This is an optimization exercise on Yosys and OpenROAD, whose aim is small area and a short achievable clock period, not a production implementation. Power and IR drop assume default switching activity.

==> flow/design.v <==
package mcu_pkg;
    typedef logic [28-1:0]       inst_t;
    typedef logic [12-1:0]       addr_t;
    typedef logic [(12 + 2)-1:0]        ptr_t;
    typedef logic [64-1:0]       data_t;
    typedef logic [6-1:0] upc_t;
    typedef logic [14-1:0]      uinst_t;
    typedef logic [11-1:0]       loop_t;
    typedef enum logic [1:0] {
        ST_IDLE,
        ST_FETCH,
        ST_DECODE,
        ST_EXEC
    } ctrl_state_t;
endpackage
module matrix_ctrl (
    input  logic            clk,
    input  logic            rstn,
    input  mcu_pkg::inst_t  inst,
    input  logic            inst_valid,
    input  mcu_pkg::data_t  mem_rd_data_0,
    input  mcu_pkg::data_t  mem_rd_data_1,
    input  mcu_pkg::data_t  mem_rd_data_2,
    input  mcu_pkg::data_t  mem_rd_data_3,
    output mcu_pkg::addr_t  mem_addr_0,
    output mcu_pkg::addr_t  mem_addr_1,
    output mcu_pkg::addr_t  mem_addr_2,
    output mcu_pkg::addr_t  mem_addr_3,
    output logic            mem_wr_en_0,
    output logic            mem_wr_en_1,
    output logic            mem_wr_en_2,
    output logic            mem_wr_en_3,
    output mcu_pkg::data_t  a_data,
    output mcu_pkg::data_t  b_data,
    output mcu_pkg::data_t  c_data,
    output logic            macs_en,
    output logic            macs_signal,
    output logic            finish
);
    localparam logic [3:0] S_IDLE  = 4'd0,
                           S_FETCH = 4'd1,
                           S_D0    = 4'd2,
                           S_D1    = 4'd3,
                           S_D2    = 4'd4,
                           S_D3    = 4'd5,
                           S_D4    = 4'd6,
                           S_D5    = 4'd7,
                           S_E0    = 4'd8,
                           S_MARK0 = 4'd9,
                           S_MARK1 = 4'd10,
                           S_MAC0  = 4'd11,
                           S_MAC1  = 4'd12,
                           S_WEN   = 4'd13,
                           S_DONE  = 4'd14;
    logic [3:0]  state, next_state;
    logic [11:0] a_q, b_q, c_q;           
    logic [3:0]  a_oh, b_oh, c_oh;        
    logic [13:0] s1, s2, s3;              
    logic [11:0] idx;                     
    logic [10:0] cnt;                     
    logic        msig;
    logic        ten;                     
    logic        mac_q, wen_q, done_q;    
    wire st_fetch = (state == S_FETCH);
    wire st_d0    = (state == S_D0);
    wire st_d1    = (state == S_D1);
    wire st_d2    = (state == S_D2);
    wire st_d3    = (state == S_D3);
    wire st_d5    = (state == S_D5);
    wire st_idle  = (state == S_IDLE);
    wire st_mac   = mac_q;
    wire st_wen   = wen_q;
    wire last     = (cnt == 11'd1);
    always_comb begin
        case (state)
            S_IDLE:  next_state = S_FETCH;
            S_FETCH: next_state = inst_valid ? S_D0 : S_FETCH;
            S_D0:    next_state = S_D1;
            S_D1:    next_state = S_D2;
            S_D2:    next_state = S_D3;
            S_D3:    next_state = S_D4;
            S_D4:    next_state = S_D5;
            S_D5:    next_state = S_E0;
            S_E0:    next_state = cnt[10] ? S_DONE : S_MARK0;
            S_MARK0: next_state = S_MARK1;
            S_MARK1: next_state = S_MAC0;
            S_MAC0:  next_state = S_MAC1;
            S_MAC1:  next_state = S_WEN;
            S_WEN:   next_state = last ? S_DONE : S_MARK1;
            default: next_state = S_IDLE;
        endcase
    end
    always_ff @(posedge clk or negedge rstn) begin
        if (!rstn) begin
            state <= S_IDLE;
            msig  <= 1'b0;
            ten   <= 1'b0;
            mac_q <= 1'b0;
            wen_q <= 1'b0;
            done_q <= 1'b0;
            a_q   <= '0;
            b_q   <= '0;
            c_q   <= '0;
            a_oh  <= 4'b0001;
            b_oh  <= 4'b0001;
            c_oh  <= 4'b0001;
        end else begin
            state <= next_state;
            ten   <= st_d0 | st_d1 | st_d2;
            mac_q <= (next_state == S_MAC0) | (next_state == S_MAC1);
            wen_q <= (next_state == S_WEN);
            done_q <= (next_state == S_DONE);
            if (st_idle) msig <= 1'b0;
            else if (st_fetch && inst_valid) msig <= (inst[27:25] == 3'b100) & inst[12];
            if (st_d5) begin
                a_q  <= s3[11:0];
                b_q  <= s2[11:0];
                c_q  <= s1[11:0];
                a_oh <= 4'b0001 << s3[13:12];
                b_oh <= 4'b0001 << s2[13:12];
                c_oh <= 4'b0001 << s1[13:12];
            end else begin
                if (st_mac) begin
                    a_q <= a_q + 1'b1;
                    b_q <= b_q + 1'b1;
                end
                if (st_wen) c_q <= c_q + 1'b1;
            end
        end
    end
    always_ff @(posedge clk) begin
        s1 <= mem_rd_data_0[13:0];
        s2 <= s1;
        s3 <= s2;
        if (st_fetch) idx <= inst[24:13];
        else if (ten) idx <= {idx[7:0], 4'd0};    
        if (st_fetch) begin
            cnt    <= {inst[27:25] != 3'b100, 4'd0, inst[11:6]};
        end else if (st_wen) begin
            cnt <= cnt - 1'b1;
        end
    end
    assign macs_signal = msig & ~st_d0;    
    assign macs_en     = st_mac;
    assign finish      = done_q;
    wire [3:0] a_n = ~a_oh;
    wire [3:0] b_n = ~b_oh;
    wire [3:0] c_n = ~c_oh;
    assign mem_wr_en_0 = st_wen & c_oh[1];
    assign mem_wr_en_1 = st_wen & c_oh[0];
    assign mem_wr_en_2 = st_wen & c_oh[3];
    assign mem_wr_en_3 = st_wen & c_oh[2];
    wire c_lo = c_oh[0] | c_oh[1];
    logic [3:0] sel_c, sel_b, sel_a;
    always_comb begin
        for (int p = 0; p < 4; p++) begin
            sel_c[p] = (p < 2) ? c_lo : ~c_lo;
            sel_b[p] = ~sel_c[p] & b_oh[p];
            sel_a[p] = ~sel_c[p] & ~b_oh[p] & a_oh[p];
        end
    end
    wire [3:0] gate0 = {3'b111, ~ten};
    logic [11:0] port_addr [4];
    always_comb begin
        for (int p = 0; p < 4; p++)
            port_addr[p] = ({12{sel_c[p] & gate0[p]}} & c_q) |
                           ({12{sel_b[p] & gate0[p]}} & b_q) |
                           ({12{sel_a[p] & gate0[p]}} & a_q);
    end
    assign mem_addr_0 = port_addr[0] | {8'd0, {4{ten}} & idx[11:8]};
    assign mem_addr_1 = port_addr[1];
    assign mem_addr_2 = port_addr[2];
    assign mem_addr_3 = port_addr[3];
    assign a_data = (mem_rd_data_0 | {64{a_n[0]}}) & (mem_rd_data_1 | {64{a_n[1]}}) &
                    (mem_rd_data_2 | {64{a_n[2]}}) & (mem_rd_data_3 | {64{a_n[3]}});
    assign b_data = (mem_rd_data_0 | {64{b_n[0]}}) & (mem_rd_data_1 | {64{b_n[1]}}) &
                    (mem_rd_data_2 | {64{b_n[2]}}) & (mem_rd_data_3 | {64{b_n[3]}});
    assign c_data = (mem_rd_data_0 | {64{c_n[0]}}) & (mem_rd_data_1 | {64{c_n[1]}}) &
                    (mem_rd_data_2 | {64{c_n[2]}}) & (mem_rd_data_3 | {64{c_n[3]}});
endmodule
export LEC_CHECK = 0
export CAP_MARGIN = 20
export CORE_MARGIN = 2
export CORE_UTILIZATION = 40
export PLACE_DENSITY = 0.6
export SETUP_SLACK_MARGIN = 1.15
export SLEW_MARGIN = 20
create_clock -name core_clock -period 3.5 [get_ports {clk}]
standard.sh (not shown) runs the stock make flow with config.mk's settings and CLKGATE_MAP_FILE= SYNTH_SCRIPT=/design/flow/synth_recipe.tcl, a recipe that flattens the netlist after the stock synthesis.
==> flow/flow/run.sh <==
#!/bin/bash
# Standard layout, with the port buffers made of buf_1 cells instead of the
# delay buffers buffer_ports picks by default.
export BUFFER_PORTS_ARGS="-buffer_cell sky130_fd_sc_hd__buf_1"
bash standard.sh > standard.log 2>&1
The baseline completed with no timing, DRC or antenna violations.
Rerun with:
Settings changed: SETUP_SLACK_MARGIN 1.15 to 0.0.
Clock power fell by about 3%.
Global-route usage fell by 14 points.
Clock-buffer cell count is unchanged.
Critical path depth fell by 4.
Wire length fell by 37%.
Synthesized cell count is unchanged.
No run of this note included a check of the RTL's function; only the layout flow was run.

[port drivers added, routing unchanged]
No port has a modelled driver above. Below, the same layouts with a new extraction and two added sets of constraints. Step 1: set_driving_cell puts a clkbuf_16 on clk and a buf_2 on each other input, an assumption about the parent block. Step 2, shift: input delay + t, output delay - t, t = (earliest + latest rising clock arrival at the registers) / 2. This alone moves slack from input paths to output paths. a / b / c = ideal ports / drivers / drivers and shift; a / b = the first two.
| run | shift t [ns] | setup WS [ns] | slew at the worst register clock pin (ns) | cell pins on the clock port's net |
|---|---|---|---|---|
| the first run | 0.490 | 0.453 / 0.397 / 0.774 | 0.06 / 0.06 | 1 |
| the second run | 0.467 | 0.299 / 0.249 / 0.716 | 0.06 / 0.06 | 1 |
After both steps setup and hold are still met in every run listed.
